Background: an optimization exercise with open tools, aiming at small area, a short achievable clock period and few clock cycles per item. Do not read the settings as production practice.
In this exercise RTL edits were held to simulation tests only and were not proved equivalent to the original.

--- design/flow/config.mk ---
export PLATFORM = sky130hd
export DESIGN_NAME = battery_voltage_average_soc_lookup
export DESIGN_NICKNAME = battery_voltage_average_soc_lookup
export VERILOG_FILES = /design/flow/design.v
export SDC_FILE = /design/flow/constraint.sdc
export NUM_CORES = 4
export LEC_CHECK = 0
export CAP_MARGIN = 20
export CORE_MARGIN = 2
export CORE_UTILIZATION = 40
export SLEW_MARGIN = 20
--- design/flow/constraint.sdc ---
create_clock -name core_clock -period 8.0 [get_ports {clk_i}]
set_input_delay 1.6000 -clock core_clock [delete_from_list [all_inputs] [get_ports {clk_i}]]
set_output_delay 1.6000 -clock core_clock [all_outputs]
set_load 0.01 [all_outputs]
--- design/flow/design.v ---
`default_nettype none
module bvsoc_ram #(
  parameter int unsigned Width = 16,
  parameter int unsigned Depth = 100
) (
  input  wire logic                     clk_i,
  input  wire logic                     we_i,
  input  wire logic [$clog2(Depth)-1:0] waddr_i,
  input  wire logic [Width-1:0]         wdata_i,
  input  wire logic [$clog2(Depth)-1:0] raddr_i,
  output      logic [Width-1:0]         rdata_o
);
  logic [Width-1:0] mem_q [Depth];
  logic [Width-1:0] rdata_q;
  always_ff @(posedge clk_i) begin
    if (we_i) begin
      mem_q[waddr_i] <= wdata_i;
    end
    rdata_q <= mem_q[raddr_i];
  end
  assign rdata_o = rdata_q;
endmodule
`default_nettype wire
`default_nettype none
module bvsoc_queue #(
  parameter int unsigned Width = 48
) (
  input  wire logic             clk_i,
  input  wire logic             rst_ni,
  input  wire logic             push_i,
  input  wire logic [Width-1:0] op_i,
  output      logic             full_o,
  output      logic             empty_o,
  input  wire logic             pop_i,
  output      logic [Width-1:0] op_o
);
  logic [Width-1:0] slot0_q, slot1_q;
  logic             wptr_q, wptr_d;
  logic             rptr_q, rptr_d;
  logic [1:0]       count_q, count_d;
  logic             do_push, do_pop;
  assign full_o  = count_q == 2'd2;
  assign empty_o = count_q == 2'd0;
  assign do_push = push_i & ~full_o;
  assign do_pop  = pop_i & ~empty_o;
  assign op_o    = rptr_q ? slot1_q : slot0_q;
  always_comb begin
    wptr_d  = do_push ? ~wptr_q : wptr_q;
    rptr_d  = do_pop ? ~rptr_q : rptr_q;
    count_d = count_q;
    if (do_push && !do_pop) begin
      count_d = count_q + 1'b1;
    end else if (do_pop && !do_push) begin
      count_d = count_q - 1'b1;
    end
  end
  always_ff @(posedge clk_i or negedge rst_ni) begin
    if (!rst_ni) begin
      wptr_q  <= 1'b0;
      rptr_q  <= 1'b0;
      count_q <= 2'd0;
    end else begin
      wptr_q  <= wptr_d;
      rptr_q  <= rptr_d;
      count_q <= count_d;
    end
  end
  always_ff @(posedge clk_i) begin
    if (do_push && !wptr_q) begin
      slot0_q <= op_i;
    end
    if (do_push && wptr_q) begin
      slot1_q <= op_i;
    end
  end
endmodule
`default_nettype wire
`default_nettype none
module bvsoc_front #(
  parameter int unsigned TableEntries = 100
) (
  input  wire logic        in_valid_i,
  output      logic        in_stall_o,
  input  wire logic        cmd_i,
  input  wire logic [22:0] sample_uv_i,
  input  wire logic [6:0]  entry_index_i,
  input  wire logic [15:0] entry_mv_i,
  input  wire logic        q_full_i,
  output      logic        push_o,
  output      logic [47:0] op_o
);
  logic       in_range;
  logic [1:0] kind;
  assign in_range = {1'b0, entry_index_i} < TableEntries;
  always_comb begin
    if (cmd_i) begin
      kind = in_range ? 2'd1 : 2'd2;
    end else begin
      kind = 2'd0;
    end
  end
  assign op_o       = {kind, sample_uv_i, entry_index_i, entry_mv_i};
  assign in_stall_o = q_full_i;
  assign push_o     = in_valid_i & ~q_full_i;
endmodule
`default_nettype wire
`default_nettype none
module bvsoc_back #(
  parameter int unsigned TableEntries = 100
) (
  input  wire logic        clk_i,
  input  wire logic        rst_ni,
  input  wire logic        op_valid_i,
  input  wire logic [47:0] op_i,
  output      logic        op_pop_o,
  input  wire logic        cfg_valid_i,
  input  wire logic [1:0]  cfg_index_i,
  input  wire logic [3:0]  cfg_data_i,
  output      logic        out_valid_o,
  input  wire logic        out_stall_i,
  output      logic [45:0] res_o
);
  localparam int unsigned SampleW  = 23;
  localparam int unsigned MvW      = 16;
  localparam int unsigned SocW     = 11;
  localparam int unsigned ShiftW   = 4;
  localparam int unsigned LeftW    = 9;
  localparam int unsigned SumW     = 32;
  localparam logic [ShiftW-1:0] MaxShift        = 4'd8;
  localparam logic [ShiftW-1:0] LongShiftReset  = 4'd8;
  localparam logic [ShiftW-1:0] ShortShiftReset = 4'd4;
  localparam int unsigned  RecipShift = 33;
  localparam int unsigned  RecipW     = 24;
  localparam logic [RecipW-1:0] RecipMult = 24'd8589935;
  localparam int unsigned  ProdW      = SampleW + RecipW;
  localparam int unsigned SocScaleLog = 4;
  localparam logic [SocW-1:0] FullSoc = 11'd1600;
  localparam logic [1:0] OP_SAMPLE = 2'd0;
  localparam logic [1:0] OP_WRITE  = 2'd1;
  localparam logic [1:0] REG_LONG_SHIFT  = 2'd0;
  localparam logic [1:0] REG_SHORT_SHIFT = 2'd1;
  localparam int unsigned TIdxW = $clog2(TableEntries);
  localparam logic [TIdxW-1:0] LastIdx  = TableEntries - 1;
  localparam logic [TIdxW-1:0] FirstMid = (TableEntries - 1) / 2;
  localparam logic [7:0] S_IDLE   = 8'b0000_0001;
  localparam logic [7:0] S_DIVL   = 8'b0000_0010;
  localparam logic [7:0] S_DIVS   = 8'b0000_0100;
  localparam logic [7:0] S_DIVE   = 8'b0000_1000;
  localparam logic [7:0] S_PFIRST = 8'b0001_0000;
  localparam logic [7:0] S_PLAST  = 8'b0010_0000;
  localparam logic [7:0] S_SRCH   = 8'b0100_0000;
  localparam logic [7:0] S_DONE   = 8'b1000_0000;
  function automatic logic [ShiftW-1:0] eff_shift(input logic [ShiftW-1:0] s);
    eff_shift = (s > MaxShift) ? MaxShift : s;
  endfunction
  function automatic logic [LeftW-1:0] win_len(input logic [ShiftW-1:0] s);
    win_len = 9'd1 << s;
  endfunction
  logic [1:0]         op_kind;
  logic [SampleW-1:0] op_sample;
  logic [6:0]         op_index;
  logic [MvW-1:0]     op_mv;
  assign op_kind   = op_i[47:46];
  assign op_sample = op_i[45:23];
  assign op_index  = op_i[22:16];
  assign op_mv     = op_i[15:0];
  logic [7:0]         state_q, state_d;
  logic [ShiftW-1:0]  long_shift_q, short_shift_q;
  logic [SumW-1:0]    long_sum_q, short_sum_q;
  logic [LeftW-1:0]   long_left_q, short_left_q;
  logic [MvW-1:0]     long_avg_q, short_avg_q;
  logic               long_done_q, short_done_q;
  logic [SocW-1:0]    soc_q;
  logic               init_q;
  logic               out_valid_q;
  logic [45:0]        res_q;
  logic [SampleW-1:0] long_x_q, short_x_q;
  logic [ProdW-1:0]   prod_q;
  logic [TIdxW-1:0]   lo_q, hi_q;
  logic [SumW-1:0]    long_sum_n, short_sum_n;
  logic [SumW-1:0]    long_scaled, short_scaled;
  logic [LeftW-1:0]   long_left_n, short_left_n;
  logic               long_wrap, short_wrap;
  logic [SampleW-1:0] mul_a;
  logic [ProdW-1:0]   prod_n;
  logic [MvW-1:0]     quot;
  logic [TIdxW:0]     sum_cur, sum_n;
  logic [TIdxW-1:0]   mid_cur, lo_n, hi_n, mid_n;
  logic               more;
  logic               avg_gt, avg_lt;
  logic               out_free;
  logic               ram_we;
  logic [TIdxW-1:0]   ram_raddr;
  logic [MvW-1:0]     ram_rdata;
  logic [ShiftW-1:0]  cfg_shift;
  bvsoc_ram #(
    .Width (MvW),
    .Depth (TableEntries)
  ) u_table (
    .clk_i   (clk_i),
    .we_i    (ram_we),
    .waddr_i (op_index[TIdxW-1:0]),
    .wdata_i (op_mv),
    .raddr_i (ram_raddr),
    .rdata_o (ram_rdata)
  );
  assign long_sum_n   = long_sum_q + {9'd0, op_sample};
  assign short_sum_n  = short_sum_q + {9'd0, op_sample};
  assign long_left_n  = long_left_q - 1'b1;
  assign short_left_n = short_left_q - 1'b1;
  assign long_wrap    = long_left_n == '0;
  assign short_wrap   = short_left_n == '0;
  assign long_scaled  = long_sum_n >> long_shift_q;
  assign short_scaled = short_sum_n >> short_shift_q;
  assign mul_a  = (state_q == S_DIVL) ? long_x_q : short_x_q;
  assign prod_n = {24'd0, mul_a} * {23'd0, RecipMult};
  assign quot   = {{(MvW + RecipShift - ProdW){1'b0}}, prod_q[ProdW-1:RecipShift]};
  assign avg_gt  = short_avg_q > ram_rdata;
  assign avg_lt  = short_avg_q < ram_rdata;
  assign sum_cur = {1'b0, lo_q} + {1'b0, hi_q};
  assign mid_cur = sum_cur[TIdxW:1];
  assign lo_n    = avg_gt ? mid_cur : lo_q;
  assign hi_n    = avg_gt ? hi_q : mid_cur;
  assign sum_n   = {1'b0, lo_n} + {1'b0, hi_n};
  assign mid_n   = sum_n[TIdxW:1];
  assign more    = ({1'b0, lo_n} + 1'b1) < {1'b0, hi_n};
  assign out_free  = ~out_valid_q | ~out_stall_i;
  assign op_pop_o  = (state_q == S_IDLE) & op_valid_i;
  assign ram_we    = op_pop_o & (op_kind == OP_WRITE);
  assign cfg_shift = eff_shift(cfg_data_i);
  always_comb begin
    case (state_q)
      S_DIVE:   ram_raddr = '0;
      S_PFIRST: ram_raddr = LastIdx;
      S_PLAST:  ram_raddr = FirstMid;
      S_SRCH:   ram_raddr = mid_n;
      default:  ram_raddr = '0;
    endcase
  end
  always_comb begin
    state_d = state_q;
    case (state_q)
      S_IDLE: begin
        if (op_valid_i) begin
          if (op_kind == OP_SAMPLE && (long_wrap || short_wrap)) begin
            state_d = S_DIVL;
          end else begin
            state_d = S_DONE;
          end
        end
      end
      S_DIVL:   state_d = S_DIVS;
      S_DIVS:   state_d = S_DIVE;
      S_DIVE:   state_d = short_done_q ? S_PFIRST : S_DONE;
      S_PFIRST: state_d = avg_lt ? S_DONE : S_PLAST;
      S_PLAST:  state_d = avg_gt ? S_DONE : S_SRCH;
      S_SRCH:   state_d = more ? S_SRCH : S_DONE;
      S_DONE:   state_d = out_free ? S_IDLE : S_DONE;
      default:  state_d = S_IDLE;
    endcase
  end
  always_ff @(posedge clk_i or negedge rst_ni) begin
    if (!rst_ni) begin
      state_q       <= S_IDLE;
      long_shift_q  <= LongShiftReset;
      short_shift_q <= ShortShiftReset;
      long_sum_q    <= '0;
      short_sum_q   <= '0;
      long_left_q   <= win_len(LongShiftReset);
      short_left_q  <= win_len(ShortShiftReset);
      long_avg_q    <= '0;
      short_avg_q   <= '0;
      long_done_q   <= 1'b0;
      short_done_q  <= 1'b0;
      soc_q         <= '0;
      init_q        <= 1'b0;
      out_valid_q   <= 1'b0;
      res_q         <= '0;
    end else begin
      state_q <= state_d;
      if (out_valid_q && !out_stall_i && state_q != S_DONE) begin
        out_valid_q <= 1'b0;
      end
      case (state_q)
        S_IDLE: begin
          if (op_valid_i) begin
            long_done_q  <= 1'b0;
            short_done_q <= 1'b0;
            if (op_kind == OP_SAMPLE) begin
              if (long_wrap) begin
                long_sum_q  <= '0;
                long_left_q <= win_len(long_shift_q);
                long_done_q <= 1'b1;
                init_q      <= 1'b1;
              end else begin
                long_sum_q  <= long_sum_n;
                long_left_q <= long_left_n;
              end
              if (short_wrap) begin
                short_sum_q  <= '0;
                short_left_q <= win_len(short_shift_q);
                short_done_q <= 1'b1;
              end else begin
                short_sum_q  <= short_sum_n;
                short_left_q <= short_left_n;
              end
            end
          end
        end
        S_DIVS: begin
          if (long_done_q) begin
            long_avg_q <= quot;
          end
        end
        S_DIVE: begin
          if (short_done_q) begin
            short_avg_q <= quot;
          end
        end
        S_PFIRST: begin
          if (avg_lt) begin
            soc_q <= '0;
          end
        end
        S_PLAST: begin
          if (avg_gt) begin
            soc_q <= FullSoc;
          end
        end
        S_SRCH: begin
          if (!more) begin
            soc_q <= {{(SocW - TIdxW - SocScaleLog){1'b0}}, hi_n, 4'd0};
          end
        end
        S_DONE: begin
          if (out_free) begin
            out_valid_q <= 1'b1;
            res_q       <= {long_avg_q, long_done_q, short_avg_q, short_done_q,
                            soc_q, init_q};
          end
        end
        default: begin
        end
      endcase
      if (cfg_valid_i) begin
        case (cfg_index_i)
          REG_LONG_SHIFT: begin
            long_shift_q <= cfg_shift;
            long_sum_q   <= '0;
            long_left_q  <= win_len(cfg_shift);
          end
          REG_SHORT_SHIFT: begin
            short_shift_q <= cfg_shift;
            short_sum_q   <= '0;
            short_left_q  <= win_len(cfg_shift);
          end
          default: begin
          end
        endcase
      end
    end
  end
  always_ff @(posedge clk_i) begin
    if (state_q == S_IDLE && op_valid_i) begin
      long_x_q  <= long_scaled[SampleW-1:0];
      short_x_q <= short_scaled[SampleW-1:0];
    end
    if (state_q == S_DIVL || state_q == S_DIVS) begin
      prod_q <= prod_n;
    end
    if (state_q == S_PLAST) begin
      lo_q <= '0;
      hi_q <= LastIdx;
    end else if (state_q == S_SRCH) begin
      lo_q <= lo_n;
      hi_q <= hi_n;
    end
  end
  assign out_valid_o = out_valid_q;
  assign res_o       = res_q;
endmodule
`default_nettype wire
`default_nettype none
module battery_voltage_average_soc_lookup #(
  parameter int unsigned TABLE_ENTRIES = 100
) (
  input  wire logic        clk_i,
  input  wire logic        rst_ni,
  input  wire logic        in_valid_i,
  output      logic        in_stall_o,
  input  wire logic        cmd_i,
  input  wire logic [22:0] sample_uv_i,
  input  wire logic [6:0]  entry_index_i,
  input  wire logic [15:0] entry_mv_i,
  output      logic        out_valid_o,
  input  wire logic        out_stall_i,
  output      logic [15:0] long_avg_mv_o,
  output      logic        long_done_o,
  output      logic [15:0] short_avg_mv_o,
  output      logic        short_done_o,
  output      logic [10:0] soc_x16_o,
  output      logic        init_seen_o,
  input  wire logic        cfg_valid_i,
  output      logic        cfg_ready_o,
  input  wire logic [1:0]  cfg_index_i,
  input  wire logic [3:0]  cfg_data_i
);
  logic [47:0] push_op, head_op;
  logic        push, pop;
  logic        q_full, q_empty;
  logic [45:0] res;
  bvsoc_front #(
    .TableEntries (TABLE_ENTRIES)
  ) u_front (
    .in_valid_i    (in_valid_i),
    .in_stall_o    (in_stall_o),
    .cmd_i         (cmd_i),
    .sample_uv_i   (sample_uv_i),
    .entry_index_i (entry_index_i),
    .entry_mv_i    (entry_mv_i),
    .q_full_i      (q_full),
    .push_o        (push),
    .op_o          (push_op)
  );
  bvsoc_queue #(
    .Width (48)
  ) u_queue (
    .clk_i   (clk_i),
    .rst_ni  (rst_ni),
    .push_i  (push),
    .op_i    (push_op),
    .full_o  (q_full),
    .empty_o (q_empty),
    .pop_i   (pop),
    .op_o    (head_op)
  );
  bvsoc_back #(
    .TableEntries (TABLE_ENTRIES)
  ) u_back (
    .clk_i       (clk_i),
    .rst_ni      (rst_ni),
    .op_valid_i  (~q_empty),
    .op_i        (head_op),
    .op_pop_o    (pop),
    .cfg_valid_i (cfg_valid_i),
    .cfg_index_i (cfg_index_i),
    .cfg_data_i  (cfg_data_i),
    .out_valid_o (out_valid_o),
    .out_stall_i (out_stall_i),
    .res_o       (res)
  );
  assign cfg_ready_o = 1'b1;
  assign {long_avg_mv_o, long_done_o, short_avg_mv_o, short_done_o,
          soc_x16_o, init_seen_o} = res;
endmodule
`default_nettype wire
--- design/flow/run.sh ---
#!/bin/bash
# synth_recipe.tcl (not shown) runs the flow's synth.tcl, then flattens the netlist and writes it again
# the make line also repeats each setting of config.mk as NAME=value (left out here)
make -C /OpenROAD-flow-scripts/flow DESIGN_CONFIG=/design/flow/config.mk WORK_HOME=/design/flow/orfs CLKGATE_MAP_FILE= SYNTH_SCRIPT=/design/flow/synth_recipe.tcl finish
==> summary.txt <==
GRT
  – First-pass GRT wire length: 379400 um
  – GRT Residual Overflow: 0
  – Largest net degree at the start of global routing: 169
  – Initial antenna violation count: 14
  – Global-route usage over all layers: 20.94%
  – Vias in the first global route: 58243

Layout
  – Filler Cell Count: 20865
  – Most common cell after layout, fill and taps aside: edfxtp_1
  – Register Area: 57820 um2
  – Design area: 106800 um2
  – Non-filler cells, final: 10967
  – Most frequent cells in the layout: 1756 x edfxtp_1, 1298 x nand2_1, 491 x mux2i_1, 364 x inv_1, 321 x ha_1
  – Final Core Density: 45.47%
  – Layout area overhead: 13.22%
  – Layout cell share with drive strength beyond 1: 9.959%
  – Fin nets: 8165
  – Multi-input logic area: 33600 um2

Outcome
  – Status: no timing/DRC/antenna violations

Worst setup path
  – WP data required: 8.59 ns
  – Startpoint Class: flop
  – Worst Setup End Kind: flop
  – WP data arrival: 8.21 ns
  – CP Max Fanout: 18
  – CP Class: flop to flop

Logic synthesis
  – Yosys cell types: 87
  – Ys async rst share: 9.109%
  – Seq/Total Area, Yosys: 61.27%
  – EDFF count, synth: 1756
  – Seq cells post-synth: 1965
  – Mapped cell area: 94370 um2
  – Synth Flop Type: edfxtp_1
  – Mapped Cells: 7499
  – Synth Warn #: 4
  – Mean Syn Cell Area: 12.58 um2

Timing
  – Hold WS: 0.4818 ns
  – Achievable frequency: 131.3 MHz
  – Max Slew Vio Count: 0
  – Setup TNS: 0 ns
  – Final Skew: 0.08758 ns
  – RSZ-0062 raised after global routing: true
  – Endpoints failing setup: 0
  – Worst rel slew slack: 9.674%
  – Minimum clock period: 7.615 ns
  – Tcrit/Tclk final: 95.18%
  – Worst Tran Pin Value: 1.351 ns
  – Endpoints failing hold: 0
  – Final worst setup slack: 0.3855 ns

Placed design
  – # port buffers: 97
  – GP Congestion: 0.8833
  – Placed cell area: 99930 um2
  – DP Worst Slack: 0.1880 ns
  – Placed Cells: 10569
  – DP HPWL: 166400 um

Routing
  – Via density: 5.509
  – Avg WL per Cell: 23.22 um
  – DR iter-0 viols: 6165
  – Antenna Nets Post-Route: 0
  – Drt pass-1 iters: 5
  – Routed vias: 60413
  – Remaining DRCs: 0
  – DRT Wirelength: 254600 um

Run
  – Max-Cap Viols: 0

Clocking
  – CTS tree: built
  – Later-pin clock latency in the skew report: 0.87 ns
  – Root Buffer: clkbuf_16
  – CTS Buf Count: 206
  – H-tree depth: 4
  – CTS sink cnt: 1965
  – CTS Buffer Depth: 3
  – Reg clk slew, reported paths: 0.06 ns

Floorplan
  – Height of the chip: 489.7 um
  – Io pins: 107
  – Die Wd: 489.7 um
  – Die area: 239800 um2
  – Core area: 235000 um2
  – Starting Density: 40.16%
  – Rows: 178

Worst hold path
  – Hold WC Path Type: flop to flop
==> state kept, by name (all words and copies together) (netlist names), 23 cells and up <==
name / cells
u_back.long_sum_q: 32
u_back.long_x_q: 23
u_back.res_q: 38
u_queue.slot1_q: 48
u_back.short_sum_q: 32
u_back.short_x_q: 23
u_queue.slot0_q: 48
u_back.u_table.mem_q: 1600
==> final timing paths <==
check                                        end  depth (start not counted)              start  slack [ns]
min                        u_back.short_avg_q[1]                          2  u_back.prod_q[34]        0.48
min reg2reg                u_back.short_avg_q[1]                          2  u_back.prod_q[34]        0.48
max in group asynchronous       u_back.res_q[18]                          2             rst_ni        5.90
min in group asynchronous  u_back.short_avg_q[2]                          1             rst_ni        0.79
max                            u_back.prod_q[46]                         27  u_back.state_q[2]        0.39
max reg2reg                    u_back.prod_q[46]                         27  u_back.state_q[2]        0.39
==> critical path, stage by stage, from the launching register on <==
cell and delay (ns):
dfrtp_1 0.41, nor4_4 0.31, nand4b_1 0.14, buf_4 0.20, buf_4 0.24, mux2i_1 0.35, inv_1 0.11, ha_1 0.23
inv_1 0.19, fa_1 0.45, fa_1 0.43, fa_1 0.49, inv_1 0.05, fa_1 0.45, fa_1 0.48, fa_1 0.40
ha_1 0.32, a211oi_1 0.25, o21ai_0 0.15, o2bb2ai_1 0.15, o211ai_1 0.27, nor2b_4 0.21, a21oi_1 0.10, o2111a_1 0.26
o21ai_0 0.18, buf_4 0.15, a31oi_1 0.08, or2_2 0.28
==> synth_stat cells (22+ instances only) <==
cell type,number,area share (%)
edfxtp_1,1756,56
nand2_1,1301,5.2
mux2i_1,494,5.2
inv_1,367,1.5
ha_1,321,4.3
nor2_1,312,1.2
a211oi_1,269,2.1
clkbuf_1,232,0.92
o21ai_0,222,1.2
nand3_1,194,1.0
a21oi_1,186,0.99
dfrtp_1,174,4.6
o211ai_1,166,1.3
and2_1,164,1.1
fa_1,158,3.4
buf_2,139,0.74
mux2_2,120,1.4
a31oi_1,99,0.66
a311oi_1,85,0.79
nor3_1,84,0.45
xnor2_1,59,0.55
a21o_1,47,0.37
buf_1,42,0.17
a22oi_1,38,0.30
and3_1,32,0.21
xor2_1,32,0.30
dfxtp_1,30,0.64
nand2b_1,24,0.16
mux4_2,22,0.53
nand4_1,22,0.15
==> per-layer routing <==
metal | share of wire (%) | vias up | wire (um) | track usage, %
met5 | 0.029 | - | 74 | 0
met4 | 1.9 | 12 | 4934 | 4.889
met3 | 7.0 | 305 | 17760 | 3.348
met2 | 44 | 1947 | 112900 | 31.59
met1 | 47 | 30323 | 119000 | 31.56
li1 | - | 27826 | - | -
==> timing repair <==
| item | in CTS | in global routing |
|---|---|---|
| setup endpoints to repair | 0 | 10 |
| setup buffers | 0 | 1 |
| gates resized for setup | 0 | 15 |
| hold buffers | 0 | 0 |
==> area by class of cell <==
class	instances	share of cell area (%)
Clock buffer	249	5.044
Timing Repair Buffer	347	3.051
Inverter	370	1.300
Multi-Input combinational cell	4738	31.45
Clock inverter	143	1.343
Tap cell	3150	3.689
Sequential cell	1965	54.12
Antenna cell	5	0.01171
==> cells by family (layout without fill, tap and decap cells) <==
family | after synthesis | count (layout) | synth area share [%]
other cells | 2 | 14 | 0.007958
simple gates | 2227 | 2227 | 10.24
xor+xnor | 91 | 91 | 0.8446
buf+inv | 803 | 1109 | 3.458
mux | 636 | 636 | 7.197
fa+ha+maj | 479 | 479 | 7.608
compound gates | 1296 | 1296 | 9.384
flops | 1965 | 1965 | 61.27
Testbench counts, summed over its fixed seeds: cycles 43,344, items 9,216.

==> port drivers added, routing unchanged <==
The results above use ideal ports. As a check the final layout listed here was re-extracted and re-timed, cells and wires unchanged.
Step 1 sets driving cells, clkbuf_16 on the clock port and buf_2 on the other inputs (assumed; they add their load-dependent delay and slew).
Step 2 moves the port delays by t, midway between the first and last clock arrival at a register: inputs arrive t later, outputs are due t later. That takes back most of the time a late clock gives input paths.
Three values: ideal, step 1, step 2; two values: the first two.
shift t [ns]: 0.929
setup slack, ns: 0.385 / 0.385 / 0.385
hold WS [ns]: 0.482 / 0.482 / 0.482
worst register clock-pin slew, ns: 0.07 / 0.07
cell pins on the clock port's net: 1
After both steps this run still meets setup and hold. The setup slack of this run moves by 0.000 ns with the drivers and by 0.000 ns with both steps.
